This is an optimization exercise on Yosys and OpenROAD, whose aim is small area, a short achievable clock period and few clock cycles per item, not a production implementation. Only simulation tests tie the RTL to the original design; equivalence was not proved. No activity file was given, so power comes from the tool's default toggle rates.

==> flow/design.v (outline; a module is shown in full before it is edited, if it fits) <==
// module round_n_sat: 22 lines
// module iir_mac_dsp48: 786 lines
// module iir_fa: 4 lines
// module iir_ha: 4 lines
// module iir_cascade_sched: 281 lines
module iir_cascade_sched
#(
    parameter int Nsec   = 4,
    parameter int Ndint  = 3,
    parameter int Ndfrac = 22,
    parameter int Ncint  = 4,
    parameter int Ncfrac = 14
) (
    input  logic                       clk,
    input  logic                       reset,
    input  logic                       dv_in,
    input  logic [Ndint+Ndfrac-1:0]    d_in,
    output logic                       dv_out,
    output logic [Ndint+Ndfrac-1:0]    d_out,
    output logic                       busy,
    input  logic                       flush,
    input  logic                       coef_we,
    input  logic [$clog2(Nsec)+2:0]    coef_addr,
    input  logic [Ncint+Ncfrac-1:0]    coef_data,
    output logic                       ovr,
    output logic                       coef_err,
    input  logic                       err_clr
);
  // ...
==> flow/flow/run.sh <==
#!/bin/bash
set -euo pipefail
cd "$(dirname "${BASH_SOURCE[0]}")/.."
bash standard.sh SETUP_SLACK_MARGIN=6.5 finish > standard_flow.log 2>&1
==> flow/standard.sh <==
#!/bin/bash
# synth_recipe.tcl (not shown) runs the flow's synth.tcl, then flattens the netlist and writes it again
# the make line also repeats each setting of config.mk as NAME=value (left out here)
make -C /OpenROAD-flow-scripts/flow DESIGN_CONFIG=/design/flow/config.mk WORK_HOME=/design/flow/orfs CLKGATE_MAP_FILE= SYNTH_SCRIPT=/design/flow/synth_recipe.tcl "${@:-finish}"
==> flow/config.mk <==
export PLATFORM = sky130hd
export DESIGN_NAME = iir_cascade_sched
export DESIGN_NICKNAME = iir_cascade_sched
export VERILOG_FILES = /design/flow/design.v
export SDC_FILE = /design/flow/constraint.sdc
export NUM_CORES = 4
export LEC_CHECK = 0
export CAP_MARGIN = 20
export CORE_MARGIN = 2
export CORE_UTILIZATION = 40
export CTS_BUF_LIST = sky130_fd_sc_hd__clkbuf_16
export CTS_CLUSTER_DIAMETER = 120
export CTS_CLUSTER_SIZE = 20
export SLEW_MARGIN = 20
export SYNTH_HIERARCHICAL = 1
==> flow/constraint.sdc <==
create_clock -name core_clock -period 12.5 [get_ports {clk}]
set_input_delay 2.5000 -clock core_clock [delete_from_list [all_inputs] [get_ports {clk}]]
set_output_delay 2.5000 -clock core_clock [all_outputs]
set_load 0.01 [all_outputs]
==> flow_metrics.tcl, run 1 <==
set metrics [dict create \
    start_util 0.403 \
    multi_input_area_um2 55600 \
    path_class "reg2reg" \
    status "timing/DRC/antenna clean" \
    p_int_w 0.0135 \
    htree_levels 3 \
    r2r_start "ap_q[1]" \
    timing.max_cap.violations 0 \
    whs_ps 434 \
    grt_use_met3 0.0606 \
    die_w_um 467 \
    slowest_delay_ps 550 \
    cp_common_cell "fa_1" \
    ir_drop_mv 0.398 \
    cts-root-buf "clkbuf_16" \
    worst_pin_slew_ps 1090 \
    fin_ws_ps 6450 \
    grt_pass1_wl_um 433000 \
    cp_num_buf_inv 4 \
    multi_input_area_share 0.588 \
    seq_power_w 0.00468 \
    yosys_warnings 7 \
    final_common_cell "xnor2_1" \
    fill_cells 19600 \
    critPathTopFamily "adder cells" \
    cp.arrival_ps 6650 \
    antenna_cells 6 \
    area_delta_synth_final_pct 10.3 \
    ant_nets 0 \
    final_util 0.445 \
    worst_hold_path.num_cells 0 \
]
Testbench counts, summed over its fixed seeds: cycles 12,048, items 2,400.
==> inputs of run 2 (changes only) <==
--- a/flow/config.mk
+++ b/flow/config.mk
@@ -14,2 +14,3 @@
 export SLEW_MARGIN = 20
 export SYNTH_HIERARCHICAL = 1
+export TNS_END_PERCENT = 50.0
==> run 2 against run 1 <==
Still clean on timing, DRC and antenna; flip-flop and latch count unchanged; sequential power barely moved; wire length down 0.14%; area after synthesis is the same; highest routed layer unchanged.
==> flow_metrics.tcl, run 2 <==
set metrics [dict create \
    status "timing/DRC/antenna clean" \
    fin_ws_ps 6460 \
    slew_violations 0 \
    cp_num_buf_inv 3 \
    hold_buffers 0 \
    wire_per_inst_um 28.2 \
    fin_crit_sh 0.483 \
    rows 169 \
    start_kind "flop" \
    reg_top3 "coef_q (360), acc_q (180)" \
    die_w_um 467 \
    place_ws_ps 5350 \
    clock_path_buffers 3 \
    io-pin-count 83 \
    timing.critical_path.cells "buf_12 > nor2_2 > nor2_4 > buf_6 > a22oi_2 > xnor2_2 > fa_2 > fa_2 > fa_2 > fa_1 > fa_2 > ha_4 > buf_4 > nand4_1 > or3_4 > a31oi_4 > nor2_2 > a21o_1 > o221a_2 > a211oi_2 > a311oi_2" \
    fin_tns_setup_ps 0 \
    worst_pin_slew_ps 1090 \
    path_clk_slew_ps 90 \
    dp_hpwl_um 198000 \
    finalWeightedCongestion 0.953 \
    layout_common_cells "xnor2_1, a22oi_1, fa_1" \
    netlist_instances 7752 \
    clock_latency_ps 740 \
    cp_max_fo 7 \
    syn_area_um2 85700 \
    worst_clock_skew_ps 64.9 \
    area_delta_synth_final_pct 10.3 \
    largest_reg_flops 360 \
    ir_drop_mv 0.396 \
    drc 0 \
    port_buffers 82 \
    via_per_inst 6.17 \
    cp_common_cell "fa_2" \
    via_count 64300 \
    setup_violations 0 \
    power_per_cell_area_nw_per_um2 292 \
    htree_levels 3 \
    period_needed_ps 6040 \
    final_common_cell "xnor2_1" \
    critPathTopFamily "adder cells" \
    cts_tree "yes" \
    syn_avg_cell_area_um2 11.1 \
    die_h_um 467 \
    track_usage 0.261 \
    grt_max_degree 55 \
    cts-root-buf "clkbuf_16" \
    ant_nets 0 \
    antenna_found_initial 20 \
    relSlewSlack 0.269 \
    timing.max_cap.violations 0 \
    start_util 0.403 \
    coreArea_um2 213000 \
    cts_buffers 69 \
    cp-end-kind "flop" \
    p_leak_nw 35.2 \
    nets 8754 \
    grt-ovfl-total 0 \
    path_class "reg2reg" \
    yosys_warnings 7 \
    rsz0062_at_grt "yes" \
    cts_sinks 1087 \
    drive_gt1_frac 0.135 \
    cp.arrival_ps 6620 \
    final_hold_viol_count 0 \
    critPathSlowestCell "fa_2" \
    slowest_delay_ps 570 \
    crit_required_ps 13080 \
    clock.fmax_mhz 166 \
    grt_pass1_wl_um 433000 \
    dr.pass1.iters 11 \
    drt-initial-drc-count 8703 \
    postRouteWirelength_um 294000 \
    dieArea_um2 218000 \
    first_global_vias 64700 \
    min_path_type "reg2reg" \
    top_register "coef_q" \
]
==> run 2: worst paths after layout <==
| kind | end | depth (start not counted) | slack, ps | startpoint |
|---|---|---|---|---|
| hold / removal | x2_q[4] | 0 | 430 | x1_q[4] |
| setup / recovery | ap_q[2] | 21 | 6460 | ap_q[1] |
| min in group asynchronous | y13_q[1] | 2 | 2170 | reset |
| setup reg to reg | ap_q[2] | 21 | 6460 | ap_q[1] |
| hold reg to reg | x2_q[4] | 0 | 430 | x1_q[4] |
| max in group asynchronous | t_q[1] | 3 | 9040 | reset |
==> run 2: routing by layer <==
layer | track usage | vias to the layer above | part of all wire
met5 | 0 | - | 0.00027
met4 | 0.0862 | 10 | 0.037
met3 | 0.0607 | 575 | 0.10
met2 | 0.393 | 3720 | 0.44
met1 | 0.369 | 32800 | 0.42
li1 | - | 27200 | -
==> run 2: cell type report <==
type / count / area [µm²]
well taps: 2821 / 3530
inverters: 91 / 355
multi-input cells: 5779 / 55600
flip-flops and latches: 1087 / 28300
clock buffers: 73 / 1830
diodes: 4 / 10.0
fillers: 19600 / 118000
repair buffers: 512 / 4500
clock inverters: 55 / 357
==> run 2: stage by stage <==
stage	util	power, W	hold WS [ps]	instances	area, µm²
final	0.445	0.0276	427	10400	94500
after global routing	0.445	0.0292	444	10400	94500
after CTS	0.432	0.0254	432	10300	91900
after detailed placement	0.418	0.0221	438	10100	88700
after global placement	0.417	0.0221	429	10100	88700
after floorplan	-	0.0168	427	7796	86000
==> run 2: worst register-to-register path, delay by kind of cell, from the launching register on <==
family | cells | cell delay (ps)
AO/OA/AOI/OAI | 6 | 1360
XOR/XNOR | 1 | 100
adder cells (fa/ha/maj) | 6 | 2690
buffers and inverters | 3 | 430
flip-flops | 1 | 400
AND/OR/NAND/NOR | 5 | 930
==> run 2: what timing repair did <==
action	4_1_cts	5_1_grt
cloned	15	31
buffers inserted	29	108
setup endpoints to repair	140	95
pin swaps	23	141
gates resized for setup	149	365
==> run 2: report_power, final <==
group | switching [W] | internal [W] | leakage (nW)
registers | 0.000210 | 0.00447 | 9.87
clock network | 0.00136 | 0.00111 | 1.21
logic | 0.0125 | 0.00792 | 24.1
total | 0.0141 | 0.0135 | 35.2
==> inputs of run 3 (changes only) <==
--- a/flow/config.mk
+++ b/flow/config.mk
@@ -8,5 +8,5 @@
 export CAP_MARGIN = 20
 export CORE_MARGIN = 2
-export CORE_UTILIZATION = 40
+export CORE_UTILIZATION = 33
 export CTS_BUF_LIST = sky130_fd_sc_hd__clkbuf_16
 export CTS_CLUSTER_DIAMETER = 120
@@ -14,3 +14,2 @@
 export SLEW_MARGIN = 20
 export SYNTH_HIERARCHICAL = 1
-export TNS_END_PERCENT = 50.0
==> run 3 against run 2 <==
Cell count increased by 5.4%; synthesized cell count unchanged; maximum frequency decreased by 1.7%; hold slack improved by 33 ps; clock-buffer cell count decreased by 3; final area increased by 0.82%; critical path type unchanged; largest power group unchanged.
==> flow_metrics.tcl, run 3 <==
set metrics [dict create \
    fill_cells 24900 \
    setup_violations 0 \
    path_clk_slew_ps 90 \
    netSwitchingPower_w 0.0148 \
    port_buffers 82 \
    start_util 0.331 \
    final_hold_viol_count 0 \
    layout_common_cells "xnor2_1, a22oi_1, fa_1" \
    switching_share 0.527 \
    grt_max_degree 63 \
    coreArea_um2 259000 \
    nets 8739 \
    die_h_um 514 \
    whs_ps 460 \
    syn_avg_cell_area_um2 11.1 \
    worst_pin_slew_ps 1130 \
    dr.pass1.iters 13 \
    cp.arrival_ps 6810 \
    rows 187 \
    cts_sinks 1087 \
    cp-end-kind "flop" \
    timing.max_cap.violations 0 \
    hold_buffers 0 \
    status "timing/DRC/antenna clean" \
    relSlewSlack 0.246 \
    grt_pass1_wl_um 431000 \
    largest_reg_flops 360 \
    rsz0062_at_grt "yes" \
    drc 0 \
    start_kind "flop" \
    drt-initial-drc-count 7692 \
    crit_required_ps 13160 \
    via_count 64300 \
    fin_tns_setup_ps 0 \
    postRouteWirelength_um 291000 \
    p_leak_nw 35.2 \
    p_clk_frac 0.089 \
    combPwrFrac 0.741 \
    die_w_um 514 \
    cts-root-buf "clkbuf_16" \
    area_delta_synth_final_pct 11.2 \
    reg_top3 "coef_q (360), acc_q (180)" \
    min_path_type "reg2reg" \
    fin_crit_sh 0.491 \
    top_register "coef_q" \
    cp_max_fo 8 \
    clock.fmax_mhz 163 \
    grt-ovfl-total 0 \
    period_needed_ps 6140 \
    finalPower_w 0.0280 \
    ant_nets 0 \
    clock_path_buffers 3 \
    syn_area_um2 85700 \
    cts_tree "yes" \
    dieArea_um2 264000 \
    clock_latency_ps 780 \
    wire_per_inst_um 26.4 \
    worst_clock_skew_ps 66.0 \
    io-pin-count 83 \
    drive_gt1_frac 0.136 \
    finalWeightedCongestion 0.948 \
    power_per_cell_area_nw_per_um2 294 \
    cts_buffers 70 \
    via_per_inst 5.85 \
    slew_violations 0 \
    track_usage 0.214 \
    dp_hpwl_um 197000 \
    yosys_warnings 7 \
    ir_drop_mv 0.509 \
    htree_levels 3 \
    p_seq_frac 0.169 \
    antenna_found_initial 20 \
    p_int_w 0.0133 \
    netlist_instances 7752 \
    first_global_vias 64700 \
    final_common_cell "xnor2_1" \
    path_class "reg2reg" \
]
[run 3: worst paths after layout]
kind / start / to / slack, ps / cells past startpoint
setup / recovery: ap_q[2] / a_q[94] / 6360 / 21
hold / removal: x1_q[19] / x2_q[19] / 460 / 0
setup reg to reg: ap_q[2] / a_q[94] / 6360 / 21
hold reg to reg: x1_q[19] / x2_q[19] / 460 / 0
max in group asynchronous: reset / t_q[2] / 9080 / 3
min in group asynchronous: reset / p13_q / 2120 / 2
[run 3: power groups by stage]
stage,combinational (W),sequential [W],clock [W]
after global placement,0.0179,0.00480,0
after global routing,0.0221,0.00479,0.00268
after CTS,0.0190,0.00474,0.00256
final,0.0208,0.00475,0.00250
after floorplan,0.0122,0.00462,0
after detailed placement,0.0179,0.00482,0
[run 3: what timing repair did]
item / 4_1_cts / 5_1_grt
gates resized for setup: 257 / 268
cloned: 19 / 13
pin swaps: 56 / 145
endpoints found under the setup margin: 164 / 100
setup buffers: 72 / 89
[run 3: critical path: stages, from the launching register on]
cell	delay, ps
dfxtp_4	400
buf_8	140
nor2_1	60
nor2_2	160
buf_6	190
a22oi_2	110
xnor2_2	180
fa_2	600
fa_2	450
fa_2	380
fa_1	500
fa_2	530
ha_4	310
nand4_1	200
nor4_2	390
o211ai_1	250
o211ai_1	320
a221oi_2	160
o21ai_1	190
xor2_1	80
buf_4	160
mux2_4	250
[run 3: final cells by class]
cell class                      count  area [µm²]  area share
Clock buffer                       70        1750      0.0184
Antenna cell                        2        5.00   0.0000525
Tap cell                         3402        4260      0.0447
Inverter                           91         348     0.00365
Clock inverter                     60         480     0.00504
Sequential cell                  1087       28400       0.298
Timing Repair Buffer              498        4420      0.0464
Multi-Input combinational cell   5777       55600       0.584
[run 3: through the flow]
step,area (µm²),util,worst slack [ps],std cells
finish,95300,0.368,6360,11000
global route,95300,0.368,6210,11000
CTS,93200,0.360,6440,10900
detailed placement,89300,0.345,5190,10700
global placement,89300,0.345,5140,10700
floorplan,86000,-,6490,7796
[run 3: per-layer routing]
metal  GRT usage  share of wire  vias to the layer above
met5           0        0.00067                        -
met4      0.0653          0.033                       30
met3      0.0552           0.10                      601
met2       0.333           0.45                     3528
met1       0.290           0.41                    33000
li1            -              -                    27100
==> inputs of run 4 (changes only) <==
--- a/flow/config.mk
+++ b/flow/config.mk
@@ -8,5 +8,5 @@
 export CAP_MARGIN = 20
 export CORE_MARGIN = 2
-export CORE_UTILIZATION = 33
+export CORE_UTILIZATION = 46
 export CTS_BUF_LIST = sky130_fd_sc_hd__clkbuf_16
 export CTS_CLUSTER_DIAMETER = 120
==> run 4 against run 3 <==
Flip-flop and latch count is the same; via count shrank 0.23%; register-to-register slack lost 20 ps; critical path depth grew 2; clock power shrank 2%; largest cell class unchanged; non-clock buffer count grew 78; clock skew shrank 13 ps; global-route usage grew 7.6 points; sequential share of layout area is essentially flat; worst setup slack lost 21 ps; clock-buffer cell count shrank 1; sequential power is essentially flat.
==> flow_metrics.tcl, run 4 <==
set metrics [dict create \
    critPathSlowestCell "fa_1" \
    slew_violations 0 \
    status "timing/DRC/antenna clean" \
    min_path_type "reg2reg" \
    r2r_start "ap_q[3]" \
    worst_pin_slew_ps 1200 \
    dr.pass1.iters 14 \
    drt-initial-drc-count 8487 \
    multi_input_area_um2 56100 \
    drc 0 \
    hold_path_startpoint "x1_q[18]" \
    period_needed_ps 6160 \
    path_clk_slew_ps 90 \
    final_hold_viol_count 0 \
    fill_cells 16300 \
    area_delta_synth_final_pct 11.2 \
    via_per_inst 6.33 \
    clock_latency_ps 730 \
    antenna_found_initial 19 \
    slowest_delay_ps 600 \
    dp_hpwl_um 194000 \
    die_h_um 436 \
    htree_levels 3 \
    port_buffers 82 \
    use_met2 0.461 \
    hold_buffers 0 \
    clock.fmax_mhz 162 \
    cp_common_cell "fa_1" \
    relSlewSlack 0.194 \
    grt_pass1_wl_um 423000 \
    top_register "coef_q" \
    critPathLaunch "ap_q[3]" \
    clock_path_buffers 3 \
    via_count 64200 \
    grt_use_met3 0.0436 \
    finalWeightedCongestion 0.941 \
    seqCellArea_um2 28400 \
    p_leak_nw 35.7 \
    final_util 0.514 \
    power_per_cell_area_nw_per_um2 304 \
    first_global_vias 64200 \
    yosys_warnings 7 \
    start_util 0.463 \
    rows 158 \
    postRouteWirelength_um 284000 \
    setup_violations 0 \
    drive_gt1_frac 0.157 \
    ir_drop_mv 0.612 \
    worst_clock_skew_ps 52.6 \
    layout_common_cells "xnor2_1, a22oi_1, fa_1" \
    start_kind "flop" \
    dieArea_um2 190000 \
    largest_reg_flops 360 \
    timing.max_cap.violations 0 \
    nets 8815 \
    timing.critical_path.cells "buf_4 > buf_16 > nor2_1 > nor2_2 > buf_4 > buf_6 > a22oi_1 > xnor2_1 > fa_1 > fa_1 > fa_1 > fa_1 > ha_4 > nand4_1 > or2_2 > o31a_1 > buf_6 > o211ai_1 > o311ai_4 > a211oi_4 > a31oi_2 > nand2_1 > o21ai_1" \
    fin_tns_setup_ps 0 \
    netlist_instances 7752 \
    rsz0062_at_grt "yes" \
    grt-ovfl-total 0 \
    cts_buffers 69 \
    use_met1 0.406 \
    path_class "reg2reg" \
    cts_sinks 1087 \
    track_usage 0.290 \
    cp_max_fo 12 \
    wire_per_inst_um 28.0 \
    syn_avg_cell_area_um2 11.1 \
    cts_tree "yes" \
    io-pin-count 83 \
    final_common_cell "xnor2_1" \
    fin_crit_sh 0.493 \
    ant_nets 0 \
    busiest_layer "met2" \
    die_w_um 436 \
    cts-root-buf "clkbuf_16" \
    cp-end-kind "flop" \
    grt_max_degree 67 \
    cp.arrival_ps 6720 \
    reg_top3 "coef_q (360), acc_q (180)" \
    crit_required_ps 13050 \
    syn_area_um2 85700 \
    coreArea_um2 185000 \
]
[run 4: metrics by stage]
step                instances  hold slack, ps  total power [W]  cell area, µm²  setup WS [ps]
floorplan                7796             427           0.0168           86000           6490
global route            10100             466           0.0307           95300           6140
global placement         9732             432           0.0229           88000           5310
CTS                      9955             444           0.0266           92100           6350
detailed placement       9733             437           0.0229           88100           5390
finish                  10100             457           0.0290           95300           6340
[run 4: final timing paths]
path / to / slack, ps / cells after the start
hold / removal: x2_q[18] / 460 / 0
setup / recovery: p13_q / 6340 / 23
max in group asynchronous: t_q[2] / 9000 / 3
setup reg to reg: p13_q / 6340 / 23
hold reg to reg: x2_q[18] / 460 / 0
min in group asynchronous: dv_q / 2160 / 2
[run 4: critical path, delay by kind of cell (launching register included)]
kind                     cells  cell delay, ps
AND/OR/NAND/NOR              5             800
XOR/XNOR                     1             170
flip-flops                   1             420
adder cells (fa/ha/maj)      5            2460
buffers and inverters        5             810
AO/OA/AOI/OAI                7            1300
[run 4: what timing repair did]
item / CTS / global route
resized for setup: 266 / 368
gates cloned: 17 / 21
pin swaps: 58 / 189
setup buffers: 77 / 161
setup endpoints to repair: 177 / 120
[run 4: area by class of cell]
class	count	area share
repair buffers	576	0.0535
clock buffers	69	0.0181
flip-flops and latches	1087	0.298
inverters	91	0.00365
multi-input cells	5776	0.589
diodes	4	0.000105
well taps	2480	0.0326
clock inverters	59	0.00506
[run 4: metal layers]
metal	share of wire	up-vias
li1	-	27300
met1	0.41	32800
met2	0.46	3480
met3	0.089	616
met4	0.039	16
met5	0.00036	-
[run 4: where the power goes]
group          internal [W]  switching [W]  leakage [nW]  total (W)
sequential          0.00447       0.000292          9.89    0.00477
clock               0.00107        0.00138          1.21    0.00246
combinational       0.00821         0.0136          24.6     0.0218
total                0.0138         0.0152          35.7     0.0290
==> inputs of run 5 (changes only) <==
==> flow/flow/run.sh (replaced) <==
#!/bin/bash
set -euo pipefail
cd "$(dirname "${BASH_SOURCE[0]}")/.."
bash standard.sh SETUP_SLACK_MARGIN=7 finish > standard_flow.log 2>&1
--- a/flow/config.mk
+++ b/flow/config.mk
@@ -8,5 +8,5 @@
 export CAP_MARGIN = 20
 export CORE_MARGIN = 2
-export CORE_UTILIZATION = 46
+export CORE_UTILIZATION = 40
 export CTS_BUF_LIST = sky130_fd_sc_hd__clkbuf_16
 export CTS_CLUSTER_DIAMETER = 120
==> run 5 against run 4 <==
Clock power decreased by 2%; highest routed layer unchanged; critical path depth decreased by 3; core utilization decreased by 3.7 points; non-clock buffer count increased by 284; still clean on timing, DRC and antenna; sequential power decreased by 0.8%; power increased by 15%; first-iteration DRC count decreased by 0.90%; flip-flop and latch count unchanged.
==> flow_metrics.tcl, run 5 <==
set metrics [dict create \
    status "timing/DRC/antenna clean" \
    final_hold_viol_count 0 \
    yosys_warnings 7 \
    io-pin-count 83 \
    r2r_cells 20 \
    fin_crit_sh 0.475 \
    hold_buffers 0 \
    relSlewSlack 0.255 \
    worst_hold_path.num_cells 0 \
    grt_pass1_wl_um 437000 \
    p_leak_nw 37.8 \
    cp.arrival_ps 6530 \
    clock_latency_ps 750 \
    dr.pass1.iters 10 \
    place_ws_ps 5490 \
    largest_reg_flops 360 \
    first_global_vias 66500 \
    area_delta_synth_final_pct 18.5 \
    dieArea_um2 218000 \
    timing.max_cap.violations 0 \
    rows 169 \
    port_buffers 82 \
    fin_tns_setup_ps 0 \
    die_h_um 467 \
    dp_hpwl_um 195000 \
    worst_pin_slew_ps 1110 \
    nets 9098 \
    fill_cells 18800 \
    clock.fmax_mhz 168 \
    finalWeightedCongestion 0.943 \
    coreArea_um2 213000 \
    seqCellArea_um2 28400 \
    cts-root-buf "clkbuf_16" \
    ant_nets 0 \
    path_clk_slew_ps 90 \
    drive_gt1_frac 0.237 \
    period_needed_ps 5940 \
    postRouteWirelength_um 300000 \
    cp-end-kind "flop" \
    grt-ovfl-total 0 \
    use_met2 0.406 \
    start_util 0.403 \
    top_register "coef_q" \
    drc 0 \
    min_path_type "reg2reg" \
    wire_per_inst_um 27.8 \
    syn_area_um2 85700 \
    cp_max_fo 10 \
    multi_input_area_um2 59000 \
    start_kind "flop" \
    final_common_cell "xnor2_1" \
    path_class "reg2reg" \
    layout_common_cells "xnor2_1, a22oi_1, fa_1" \
    reg_top3 "coef_q (360), acc_q (180)" \
    via_per_inst 6.16 \
    track_usage 0.264 \
    ir_drop_mv 0.482 \
    cts_tree "yes" \
    reg2reg_setup_slack_ps 6560 \
    worst_clock_skew_ps 55.0 \
    crit_required_ps 13090 \
    setup_violations 0 \
    busiest_layer "met2" \
    clock_path_buffers 3 \
    via_count 66300 \
    grt_max_degree 87 \
    antenna_found_initial 29 \
    fin_ws_ps 6560 \
    syn_avg_cell_area_um2 11.1 \
    die_w_um 467 \
    grt_use_met3 0.0569 \
    power_per_cell_area_nw_per_um2 329 \
    use_met1 0.363 \
    netlist_instances 7752 \
    cts_sinks 1087 \
    rsz0062_at_grt "yes" \
    cts_buffers 68 \
    slew_violations 0 \
    htree_levels 3 \
    drt-initial-drc-count 8411 \
]
[run 5: layer usage]
layer  routed length (µm)  vias to the layer above
li1                     -                    27900
met2               135000                     3785
met3                29600                      764
met5                  196                        -
met4                14000                       30
met1               121000                    33900
[run 5: final cells by class]
class | instances | area share
tap | 2821 | 0.0348
inverter | 91 | 0.00345
sequential | 1087 | 0.280
multi-input combinational | 5776 | 0.581
clock buffer | 68 | 0.0168
clock inverter | 57 | 0.00403
timing repair buffer | 860 | 0.0796
antenna | 8 | 0.000197
[run 5: critical path, cell delays in order, from the launching register on]
cell and delay (ps):
dfxtp_4 420, buf_8 160, nor2_1 60, nor2_2 160, buf_4 140, buf_2 260, a22oi_1 130, xnor2_1 230
fa_1 490, fa_1 620, fa_1 450, fa_1 490, ha_4 310, nand4_1 140, or2_4 290, o31a_1 370
buf_4 160, o211ai_1 280, o311ai_4 180, a211oi_4 280, a311oi_2 160
[run 5: path summary, 6_finish.rpt]
check / from / to
min in group asynchronous: reset / dirty_q
min reg2reg: x1_q[15] / x2_q[15]
max: ap_q[2] / ap_q[3]
max in group asynchronous: reset / bsel_q[2]
min: x1_q[15] / x2_q[15]
max reg2reg: ap_q[2] / ap_q[3]
[run 5: metrics by stage]
step | std cells | cell area [µm²] | hold WS (ps) | power (W) | utilization
after floorplan | 7796 | 86600 | 427 | 0.0172 | -
after global placement | 10100 | 88900 | 428 | 0.0220 | 0.418
after detailed placement | 10100 | 88900 | 436 | 0.0221 | 0.418
after CTS | 10500 | 96900 | 459 | 0.0290 | 0.456
after global routing | 10800 | 101000 | 475 | 0.0351 | 0.478
final | 10800 | 102000 | 459 | 0.0334 | 0.478
[run 5: report_power, final]
part	internal, W	switching (W)	total (W)
clock	0.00104	0.00137	0.00241
combinational	0.0117	0.0145	0.0263
sequential	0.00447	0.000255	0.00473
total	0.0173	0.0162	0.0334
[run 5: timing repair]
item	4_1_cts	5_1_grt
cloned	47	21
pin swaps	262	318
setup endpoints to repair	213	163
gates resized for setup	745	602
buffers inserted	275	202
==> inputs of run 6 (changes only) <==
--- a/flow/config.mk
+++ b/flow/config.mk
@@ -14,2 +14,3 @@
 export SLEW_MARGIN = 20
 export SYNTH_HIERARCHICAL = 1
+export TNS_END_PERCENT = 30.0
==> run 6 against run 5 <==
Global-route usage is 0.58 points lower; power is 9.0% lower; flip-flop and latch count unchanged; clock skew increased by 12 ps; largest cell class unchanged; critical path type unchanged; non-clock buffer count shrank 161.
==> flow_metrics.tcl, run 6 <==
set metrics [dict create \
    r2r_cells 20 \
    fin_area_um2 98300 \
    rsz0062_at_grt "yes" \
    reg2reg_setup_slack_ps 6640 \
    drc 0 \
    syn_avg_cell_area_um2 11.1 \
    hold_path_startpoint "x1_q[21]" \
    htree_levels 3 \
    grt_pass1_wl_um 430000 \
    fin_tns_setup_ps 0 \
    postRouteWirelength_um 288000 \
    dieArea_um2 218000 \
    die_w_um 467 \
    relSlewSlack 0.214 \
    coreArea_um2 213000 \
    io-pin-count 83 \
    track_usage 0.258 \
    placed_cell_area_um2 88900 \
    power_per_cell_area_nw_per_um2 310 \
    path_clk_slew_ps 90 \
    wl_met2_um 130000 \
    finalWeightedCongestion 0.931 \
    port_buffers 82 \
    area_delta_synth_final_pct 14.7 \
    first_global_vias 65900 \
    largest_reg_flops 360 \
    final_common_cell "xnor2_1" \
    p_leak_nw 36.6 \
    min_path_type "reg2reg" \
    final_hold_viol_count 0 \
    antenna_found_initial 22 \
    fin_crit_sh 0.469 \
    nets 8938 \
    netlist_instances 7752 \
    start_kind "flop" \
    worst_hold_path.num_cells 0 \
    timing.rr.end "ap_q[3]" \
    period_needed_ps 5860 \
    holdPathEnd "x2_q[21]" \
    grt_max_degree 75 \
    wire_per_inst_um 27.2 \
    via_per_inst 6.14 \
    start_util 0.403 \
    clock_latency_ps 750 \
    slew_violations 0 \
    yosys_warnings 7 \
    ir_drop_mv 0.495 \
    grt-ovfl-total 0 \
    cts_sinks 1087 \
    cp-end-kind "flop" \
    timing.max_cap.violations 0 \
    cp.arrival_ps 6460 \
    dp_hpwl_um 194000 \
    drt-initial-drc-count 8198 \
    cts_tree "yes" \
    syn_area_um2 85700 \
    fill_cells 19200 \
    hold_buffers 0 \
    top_register "coef_q" \
    path_class "reg2reg" \
    crit_required_ps 13100 \
    worst_pin_slew_ps 1170 \
    layout_common_cells "xnor2_1, a22oi_1, fa_1" \
    worst_clock_skew_ps 66.8 \
    dr.pass1.iters 13 \
    cp_max_fo 7 \
    rows 169 \
    whs_ps 462 \
    die_h_um 467 \
    drive_gt1_frac 0.194 \
    topRoutingLayerUsed "met5" \
    clock.fmax_mhz 171 \
    ant_nets 0 \
    status "timing/DRC/antenna clean" \
    setup_violations 0 \
    clock_path_buffers 3 \
    wl_met3_um 27200 \
    reg_top3 "coef_q (360), acc_q (180)" \
    cts_buffers 69 \
    m1WireLength_um 119000 \
    cts-root-buf "clkbuf_16" \
    r2r_start "ap_q[2]" \
    via_count 65200 \
]
run 6: cell type report:
type,instances,area (µm²),share of cell area
Sequential cell,1087,28400,0.289
Inverter,91,348,0.00354
Timing Repair Buffer,699,6340,0.0645
Clock buffer,70,1750,0.0178
Tap cell,2821,3530,0.0359
Multi-Input combinational cell,5776,57400,0.584
Clock inverter,58,469,0.00477
Antenna cell,4,10.0,0.000102
run 6: worst max-delay path by stage:
stage,start,endpoint,slack [ps],cells past startpoint
2_1_floorplan,ap_q[3],p13_q,6610,25
3_3_place_gp,ap_q[2],a_q[91],5750,18
3_5_place_dp,ap_q[2],a_q[91],5770,18
5_1_grt,ap_q[3],p13_q,6450,22
6_report,ap_q[2],ap_q[3],6640,20
4_1_cts,ap_q[3],p13_q,6670,22
run 6: where the power goes:
| group | switching [W] | internal (W) |
|---|---|---|
| clock | 0.00137 | 0.00110 |
| combinational | 0.0133 | 0.00989 |
| sequential | 0.000246 | 0.00447 |
run 6: per-stage QoR:
stage	util	worst slack, ps	total power [W]	std cells
2_1_floorplan	-	6610	0.0172	7796
3_3_place_gp	0.418	5750	0.0219	10100
3_5_place_dp	0.419	5770	0.0219	10100
4_1_cts	0.449	6670	0.0276	10500
5_1_grt	0.462	6450	0.0322	10600
6_report	0.462	6640	0.0304	10600
run 6: critical path, cell delays in order (launching register included):
cell,delay [ps]
dfxtp_4,430
buf_4,130
nor2_1,40
nor2_2,220
buf_6,180
a22oi_2,60
xnor2_1,170
fa_1,590
fa_2,450
fa_2,350
fa_1,520
fa_2,470
ha_4,320
nand4_1,170
or2_4,310
o31a_1,380
buf_6,160
o211ai_1,240
o311ai_2,160
a211oi_2,200
a311oi_2,150
run 6: timing repair:
item                       CTS  global route
pin swaps                  191           233
gates cloned                36            16
setup endpoints to repair  216           182
buffers inserted           203           126
resized for setup          542           398
run 6: per-layer routing:
layer / global-route usage / up-vias
li1: - / 27500
met1: 0.358 / 33400
met2: 0.398 / 3588
met3: 0.0500 / 626
met4: 0.0951 / 30
met5: 0.000439 / -
==> inputs of run 7 (changes only) <==
==> flow/flow/run.sh (replaced) <==
#!/bin/bash
set -euo pipefail
cd "$(dirname "${BASH_SOURCE[0]}")/.."
bash standard.sh SETUP_SLACK_MARGIN=6.25 finish > standard_flow.log 2>&1
--- a/flow/config.mk
+++ b/flow/config.mk
@@ -14,3 +14,2 @@
 export SLEW_MARGIN = 20
 export SYNTH_HIERARCHICAL = 1
-export TNS_END_PERCENT = 30.0
==> run 7 against run 6 <==
Global-route usage increased by 0.24 points; cell count decreased by 2.8%; first-iteration DRC count increased by 3.4%; non-clock buffer count decreased by 301; clock power about the same; largest cell class unchanged; still clean on timing, DRC and antenna; wire length increased by 0.27%; flip-flop and latch count unchanged; worst setup slack got worse by 360 ps; core utilization decreased by 2.8 points; sequential share of layout area increased by 1.8 points; final area decreased by 6.1%; maximum frequency decreased by 5.8%; highest routed layer unchanged.
==> flow_metrics.tcl, run 7 <==
set metrics [dict create \
    grt-ovfl-total 0 \
    hold_buffers 0 \
    cts_tree "yes" \
    dieArea_um2 218000 \
    cp_max_fo 13 \
    status "timing/DRC/antenna clean" \
    grt_pass1_wl_um 430000 \
    fin_tns_setup_ps 0 \
    topRoutingLayerUsed "met5" \
    first_global_vias 63800 \
    path_class "reg2reg" \
    path_clk_slew_ps 90 \
    via_per_inst 6.16 \
    period_needed_ps 6220 \
    rows 169 \
    final_hold_viol_count 0 \
    worst_clock_skew_ps 32.9 \
    cts_sinks 1087 \
    grt_max_degree 60 \
    worst_pin_slew_ps 1070 \
    p_leak_nw 34.4 \
    wire_per_inst_um 28.1 \
    cp-end-kind "flop" \
    start_util 0.403 \
    area_delta_synth_final_pct 7.70 \
    die_h_um 467 \
    yosys_warnings 7 \
    drive_gt1_frac 0.101 \
    placed_cell_area_um2 88800 \
    start_kind "flop" \
    top_register "coef_q" \
    postRouteWirelength_um 289000 \
    wl_met3_um 30100 \
    cts_buffers 70 \
    fill_cells 19900 \
    final_common_cell "xnor2_1" \
    m1WireLength_um 122000 \
    layout_common_cells "xnor2_1, a22oi_1, fa_1" \
    relSlewSlack 0.287 \
    cp.arrival_ps 6810 \
    syn_area_um2 85700 \
    fin_crit_sh 0.498 \
    largest_reg_flops 360 \
    drt-initial-drc-count 8476 \
    io-pin-count 83 \
    ant_nets 0 \
    htree_levels 3 \
    track_usage 0.260 \
    dp_hpwl_um 199000 \
    setup_violations 0 \
    coreArea_um2 213000 \
    antenna_found_initial 12 \
    nets 8638 \
    wl_met2_um 128000 \
    power_per_cell_area_nw_per_um2 284 \
    finalWeightedCongestion 0.937 \
    reg_top3 "coef_q (360), acc_q (180)" \
    dr.pass1.iters 10 \
    syn_avg_cell_area_um2 11.1 \
    rsz0062_at_grt "yes" \
    crit_required_ps 13090 \
    ir_drop_mv 0.347 \
    clock_latency_ps 740 \
    clock.fmax_mhz 161 \
    die_w_um 467 \
    timing.max_cap.violations 0 \
    port_buffers 82 \
    finalPower_w 0.0262 \
    clock_path_buffers 3 \
    fin_area_um2 92300 \
    drc 0 \
    slew_violations 0 \
    cts-root-buf "clkbuf_16" \
    min_path_type "reg2reg" \
    netlist_instances 7752 \
    via_count 63500 \
]
==> run 7: cell types whose count changed in the layout (fill, tap and decap cells not counted), sizes merged <==
cell and delta:
buf -282, bufbuf -4, bufinv -2, clkbuf -13, clkdlybuf4s50 -2, clkinv +2, clkinvlp -1, diode -1
inv +2
==> run 7: final cells by class <==
type / count / area, µm² / share of cell area
antenna: 3 / 7.51 / 0.0000814
clock buffer: 70 / 1750 / 0.0190
clock inverter: 59 / 412 / 0.00446
inverter: 91 / 348 / 0.00377
multi-input combinational: 5776 / 54500 / 0.591
sequential: 1087 / 28300 / 0.307
tap: 2821 / 3530 / 0.0383
timing repair buffer: 398 / 3360 / 0.0364
==> run 7: worst paths after layout <==
check	cells past startpoint	from	slack, ps	endpoint
hold / removal	0	x1_q[24]	430	x2_q[24]
hold reg to reg	0	x1_q[24]	430	x2_q[24]
max in group asynchronous	3	reset	9050	t_q[0]
setup / recovery	20	ap_q[1]	6280	ap_q[2]
min in group asynchronous	2	reset	2120	y13_q[7]
setup reg to reg	20	ap_q[1]	6280	ap_q[2]
==> run 7: stage by stage <==
stage / util / instances / hold slack, ps / worst slack [ps]
floorplan: - / 7796 / 427 / 6240
global placement: 0.418 / 10100 / 431 / 5310
detailed placement: 0.418 / 10100 / 434 / 5340
CTS: 0.429 / 10200 / 438 / 6190
global route: 0.434 / 10300 / 456 / 6150
finish: 0.434 / 10300 / 434 / 6280
==> run 7: critical path: stages (launching register included) <==
cell,delay (ps)
dfxtp_4,390
buf_12,160
nor2_2,120
nor2_2,60
buf_6,160
a22oi_1,270
xnor2_1,150
fa_1,590
fa_1,460
fa_1,410
fa_1,520
fa_1,460
ha_4,350
nand4_1,210
or3_4,450
a31oi_4,250
nor2_1,130
a21o_1,220
o221a_2,320
a211oi_2,230
a311oi_2,140
==> run 7: per-layer routing <==
| layer | up-vias | track usage |
|---|---|---|
| met2 | 3587 | 0.396 |
| met5 | - | 0.000878 |
| met1 | 32400 | 0.368 |
| li1 | 26900 | - |
| met3 | 537 | 0.0581 |
| met4 | 12 | 0.0801 |
==> run 7: timing repair <==
item                                    CTS  global route
buffers inserted                          5            40
resized for setup                        63           152
endpoints found under the setup margin   91            80
pin swaps                                 3            42
gates cloned                              2            17
==> run 7: power by group <==
| group | switching [W] | leakage (nW) | internal (W) |
|---|---|---|---|
| sequential | 0.000215 | 9.87 | 0.00447 |
| clock | 0.00138 | 1.20 | 0.00106 |
| combinational | 0.0121 | 23.4 | 0.00699 |
| total | 0.0137 | 34.4 | 0.0125 |
==> inputs of run 8 (changes only) <==
==> flow/flow/run.sh (replaced) <==
#!/bin/bash
set -euo pipefail
cd "$(dirname "${BASH_SOURCE[0]}")/.."
bash standard.sh SETUP_SLACK_MARGIN=6.75 finish > standard_flow.log 2>&1
==> run 8 against run 7 <==
Wire length increased by 2.5%; area after synthesis unchanged; sequential power increased by 1%; combinational power grew 24%; power up 18%; sequential share of layout area decreased by 1.4 points; flip-flop and latch count unchanged; cell count up 2.2%.
==> flow_metrics.tcl, run 8 <==
set metrics [dict create \
    dieArea_um2 218000 \
    rsz0062_at_grt "yes" \
    timing.max_cap.violations 0 \
    min_path_type "reg2reg" \
    htree_levels 3 \
    netlist_instances 7752 \
    wl_met3_um 27800 \
    fin_crit_sh 0.480 \
    area_delta_synth_final_pct 13.4 \
    wl_met2_um 134000 \
    placed_cells 10100 \
    via_count 65200 \
    finalWeightedCongestion 0.916 \
    clock_latency_ps 740 \
    fin_tns_setup_ps 0 \
    topRoutingLayerUsed "met5" \
    cp_max_fo 7 \
    syn_avg_cell_area_um2 11.1 \
    dr.pass1.iters 11 \
    critPathLaunch "ap_q[2]" \
    cts_tree "yes" \
    path_clk_slew_ps 90 \
    io-pin-count 83 \
    port_buffers 82 \
    cp-end-kind "flop" \
    grt_pass1_wl_um 434000 \
    grt_max_degree 86 \
    ir_drop_mv 0.449 \
    postRouteWirelength_um 296000 \
    start_util 0.403 \
    drive_gt1_frac 0.176 \
    power_per_cell_area_nw_per_um2 317 \
    cts_buffers 68 \
    cp.arrival_ps 6610 \
    top_register "coef_q" \
    via_per_inst 6.19 \
    hold_path_startpoint "x1_q[5]" \
    period_needed_ps 6000 \
    wire_per_inst_um 28.1 \
    status "timing/DRC/antenna clean" \
    worst_pin_slew_ps 1140 \
    nets 8858 \
    yosys_warnings 7 \
    die_w_um 467 \
    antenna_found_initial 19 \
    worst_clock_skew_ps 48.4 \
    r2r_start "ap_q[2]" \
    setup_violations 0 \
    final_cells 10500 \
    final_common_cell "xnor2_1" \
    clock_path_buffers 3 \
    path_class "reg2reg" \
    relSlewSlack 0.239 \
    cts-root-buf "clkbuf_16" \
    largest_reg_flops 360 \
    syn_area_um2 85700 \
    p_leak_nw 36.0 \
    first_global_vias 65600 \
    final_hold_viol_count 0 \
    drc 0 \
    m1WireLength_um 121000 \
    reg_top3 "coef_q (360), acc_q (180)" \
    dp_hpwl_um 194000 \
    coreArea_um2 213000 \
    grt-ovfl-total 0 \
    clock.fmax_mhz 167 \
    crit_required_ps 13110 \
    cts_sinks 1087 \
    rows 169 \
    start_kind "flop" \
    drt-initial-drc-count 8451 \
    slew_violations 0 \
    layout_common_cells "xnor2_1, a22oi_1, fa_1" \
    track_usage 0.262 \
    ant_nets 0 \
    die_h_um 467 \
]
==> run 8: final timing paths <==
kind	endpoint	slack [ps]	cells past startpoint
worst min-delay path	x2_q[5]	450	0
min in group asynchronous	pv_q[0]	2250	2
worst max-delay path	a_q[94]	6500	21
worst max register to register	a_q[94]	6500	21
max in group asynchronous	p13_q	9180	3
worst min register to register	x2_q[5]	450	0
==> run 8: repair_timing <==
| item | CTS | global route |
|---|---|---|
| hold endpoints to repair | 0 | 0 |
| buffers inserted | 138 | 133 |
| hold buffers | 0 | 0 |
| cloned | 31 | 18 |
| endpoints found under the setup margin | 208 | 137 |
| resized for setup | 454 | 441 |
| pin swaps | 125 | 223 |
==> run 8: final cells by class <==
type	count	area, µm²
Fill cell	19300	115000
Timing Repair Buffer	620	5640
Sequential cell	1087	28400
Antenna cell	10	25.0
Clock inverter	54	310
Tap cell	2821	3530
Clock buffer	71	1780
Multi-Input combinational cell	5776	57100
Inverter	91	352
==> run 8: metal layers <==
metal | vias to the layer above | global-route usage
li1 | 27400 | -
met1 | 33300 | 0.355
met2 | 3693 | 0.412
met3 | 798 | 0.0507
met4 | 16 | 0.108
met5 | - | 0
==> run 8: critical path, cell delays in order (launching register included) <==
cell	delay [ps]
dfxtp_4	400
buf_4	150
nor2_2	140
nor2_4	60
buf_8	140
a22oi_2	170
xnor2_2	110
fa_1	520
fa_1	520
fa_2	380
fa_1	490
fa_1	540
ha_4	330
nand4_1	230
nor4_4	350
o211ai_1	220
o211ai_1	300
a221oi_2	140
o21ai_1	180
xor2_1	80
buf_4	160
mux2_4	260
==> run 8: per-stage QoR <==
stage	hold WS (ps)	instance area, µm²	setup slack, ps	total power, W	utilization
after global placement	429	88600	5410	0.0226	0.417
final	450	97200	6500	0.0308	0.457
after floorplan	427	86200	6580	0.0169	-
after detailed placement	441	88600	5450	0.0227	0.417
after CTS	457	93900	6590	0.0271	0.442
after global routing	461	97100	6390	0.0324	0.457
==> run 8: where the power goes <==
part | switching, W | internal [W]
clock network | 0.00134 | 0.00106
registers | 0.000282 | 0.00447
logic | 0.0141 | 0.00961
total | 0.0157 | 0.0151

afterwards: timing with drivers on the ports:
Ports are ideal in the flow. The routed layouts listed here were re-timed in OpenROAD.
Step 1 (the two cells are an assumption about what drives the block):
set clk [get_ports {clk}]
set_driving_cell -lib_cell sky130_fd_sc_hd__clkbuf_16 $clk
set_driving_cell -lib_cell sky130_fd_sc_hd__buf_2 [delete_from_list [all_inputs] $clk]
Step 2 moves the port delays by t, midway between the first and last clock arrival at a register: inputs arrive t later, outputs are due t later. That takes back most of the time a late clock gives input paths.
a / b / c = ideal / step 1 / step 2; a / b = the first two.
| run | shift t [ns] | setup slack, ns | hold WS [ns] | worst setup path at the end | worst data-port slew with drivers (ns) |
|---|---|---|---|---|---|
| run 1 | 0.787 | 6.448 / 6.448 / 6.448 | 0.434 / 0.434 / 0.434 | register to register | 0.08 |
| run 2 | 0.789 | 6.459 / 6.459 / 6.459 | 0.427 / 0.427 / 0.427 | register to register | 0.08 |
| run 3 | 0.835 | 6.358 / 6.358 / 6.358 | 0.460 / 0.460 / 0.460 | register to register | 0.16 |
| run 4 | 0.782 | 6.337 / 6.337 / 6.337 | 0.457 / 0.457 / 0.457 | register to register | 0.14 |
| run 5 | 0.819 | 6.561 / 6.561 / 6.561 | 0.459 / 0.459 / 0.459 | register to register | 0.08 |
| run 6 | 0.814 | 6.643 / 6.643 / 6.643 | 0.462 / 0.462 / 0.462 | register to register | 0.13 |
| run 7 | 0.800 | 6.280 / 6.280 / 6.280 | 0.434 / 0.434 / 0.434 | register to register | 0.09 |
| run 8 | 0.799 | 6.496 / 6.496 / 6.496 | 0.450 / 0.450 / 0.450 | register to register | 0.11 |
After both steps setup and hold are still met in every run listed.
